What follows belongs to an exercise in optimizing a design on an open flow for small area; a production flow would make more cautious choices.
Only simulation tests tie the RTL to the original design; equivalence was not proved.
Power figures rest on the tool's default switching activity, not on a simulated workload.

==> flow/design.v (excerpt) <==
module isolated_plus_pattern_counter (
  input  logic        clk,
  input  logic        rst,
  input  logic        psel,
  input  logic        penable,
  input  logic        pwrite,
  input  logic [2:0]  paddr,
  input  logic [31:0] pwdata,
  output logic [31:0] prdata,
  output logic        pready,
  input  logic        in_valid,
  output logic        in_ready,
  input  logic        cell_is_one,
  output logic        out_valid,
  input  logic        out_ready,
  output logic [19:0] plus_count
);
Size: roughly 2500 cells after synthesis, about 98 I/O pins, about 53000 um2 of cells after synthesis.
Settings: LEC_CHECK=0, CAP_MARGIN=20, CORE_MARGIN=2, CORE_UTILIZATION=60, CTS_BUF_LIST=sky130_fd_sc_hd__clkbuf_8, CTS_CLUSTER_DIAMETER=60, CTS_CLUSTER_SIZE=18, SLEW_MARGIN=20; clock period 8.0 ns.
standard.sh (not shown) runs the stock make flow with config.mk's settings and CLKGATE_MAP_FILE= SYNTH_SCRIPT=/design/flow/synth_recipe.tcl, a recipe that flattens the netlist after the stock synthesis.
==> flow/flow/run.sh <==
#!/bin/bash
set -euo pipefail
export CTS_ARGS="-sink_clustering_enable -repair_clock_nets -sink_clustering_size 30 -sink_clustering_max_diameter 70 -buf_list sky130_fd_sc_hd__clkbuf_16 -dont_use_dummy_load"
export BUFFER_PORTS_ARGS="-buffer_cell sky130_fd_sc_hd__buf_1"
bash standard.sh > standard.log 2>&1
Then changed:
==> flow/flow/run.sh (replaced) <==
#!/bin/bash
set -euo pipefail
export CTS_ARGS="-sink_clustering_enable -repair_clock_nets -sink_clustering_size 20 -sink_clustering_max_diameter 50 -buf_list sky130_fd_sc_hd__clkbuf_8 -dont_use_dummy_load"
export BUFFER_PORTS_ARGS="-buffer_cell sky130_fd_sc_hd__buf_1"
bash standard.sh > standard.log 2>&1
Settings changed: CTS_BUF_LIST sky130_fd_sc_hd__clkbuf_8 to unset, CTS_CLUSTER_DIAMETER 60 to unset, CTS_CLUSTER_SIZE 18 to unset, PLACE_DENSITY set to 0.75.
After rerunning:
- die area is unchanged
- final area hardly moves
- setup slack is worse by 0.21 ns
- utilization came out lower by 0.14 points
- final cell count climbs by 1.2%
- clock-buffer cell count increases by 46
Then changed:
==> flow/flow/run.sh (replaced) <==
#!/bin/bash
set -euo pipefail
export CTS_ARGS="-sink_clustering_enable -repair_clock_nets -sink_clustering_size 18 -sink_clustering_max_diameter 60 -buf_list sky130_fd_sc_hd__clkbuf_8 -dont_use_dummy_load"
export BUFFER_PORTS_ARGS="-buffer_cell sky130_fd_sc_hd__buf_1"
bash standard.sh > standard.log 2>&1
Settings changed: CTS_BUF_LIST set to sky130_fd_sc_hd__clkbuf_8, CTS_CLUSTER_DIAMETER set to 60, CTS_CLUSTER_SIZE set to 18, PLACE_DENSITY 0.75 to unset.
Result: Sequential share of layout area climbs by 0.17 points; worst hold slack is better by 0.023 ns; die area does not change; via count drops by 1.6%; clock-buffer cell count drops by 7.

========
isolated_plus_pattern_counter, a different RTL version from the one above (not shown whole).
Size in the first run: ~2500 cells after synthesis, ~1600 flip-flops, about 53000 sq um of cells after synthesis.
==> flow/config.mk <==
export PLATFORM = sky130hd
export DESIGN_NAME = isolated_plus_pattern_counter
export DESIGN_NICKNAME = isolated_plus_pattern_counter
export VERILOG_FILES = /design/flow/design.v
export SDC_FILE = /design/flow/constraint.sdc
export NUM_CORES = 4
export LEC_CHECK = 0
export CAP_MARGIN = 20
export CORE_MARGIN = 2
export CORE_UTILIZATION = 60
export GPL_TIMING_DRIVEN = 0
export SLEW_MARGIN = 20
==> flow/constraint.sdc <==
create_clock -name core_clock -period 8.0 [get_ports {clk}]
set_input_delay 1.6000 -clock core_clock [delete_from_list [all_inputs] [get_ports {clk}]]
set_output_delay 1.6000 -clock core_clock [all_outputs]
set_load 0.01 [all_outputs]
==> flow/flow/run.sh <==
#!/bin/bash
set -euo pipefail
export CTS_ARGS="-sink_clustering_enable -repair_clock_nets -sink_clustering_size 18 -sink_clustering_max_diameter 60 -buf_list sky130_fd_sc_hd__clkbuf_8 -dont_use_dummy_load"
export BUFFER_PORTS_ARGS="-buffer_cell sky130_fd_sc_hd__buf_1"
bash standard.sh > standard.log 2>&1
==> next run, changes <==
--- a/flow/config.mk
+++ b/flow/config.mk
@@ -9,4 +9,6 @@
 export CORE_MARGIN = 2
 export CORE_UTILIZATION = 60
-export GPL_TIMING_DRIVEN = 0
+export CTS_BUF_LIST = sky130_fd_sc_hd__clkbuf_8
+export CTS_CLUSTER_DIAMETER = 60
+export CTS_CLUSTER_SIZE = 18
 export SLEW_MARGIN = 20
The changed run completed with no timing, DRC or antenna violations; total power stays flat; core utilization goes down by 2.3 points; synthesized area stays the same; setup slack improves by 0.14 ns; combinational power went down by about a fifth; hold slack got worse by 0.023 ns; non-clock buffer count falls by 116; count of clock-buffer cells in the layout is higher by 1.

## port drivers added, routing unchanged
No port has a modelled driver above. Below, the same layouts with a new extraction and two added sets of constraints.
Step 1: set_driving_cell puts a clkbuf_16 on clk and a buf_2 on each other input, an assumption about the parent block.
Step 2 adds t to the input delays and takes it off the output delays; t is the mean of the earliest and latest rising clock arrival at the registers after step 1. Input paths then give back, and output paths get back, about the clock's delay inside the block.
Slacks: no drivers / after step 1 / after step 2; pairs: no drivers / after step 1.
run	shift t [ns]	slack for setup (ns)	worst setup path at the end	worst register clock-pin slew, ns
the first run of note 1	0.665	1.419 / 1.419 / 1.419	register to register	0.11 / 0.11
the second run of note 1	0.786	1.214 / 1.214 / 1.214	register to register	0.11 / 0.11
the third run of note 1	0.771	1.431 / 1.431 / 1.431	register to register	0.12 / 0.12
the first run of note 2	0.799	0.497 / 0.497 / 0.497	register to register	0.11 / 0.11
the second run of note 2	0.794	0.633 / 0.633 / 0.633	register to register	0.11 / 0.11
After both steps every run listed still meets setup and hold.
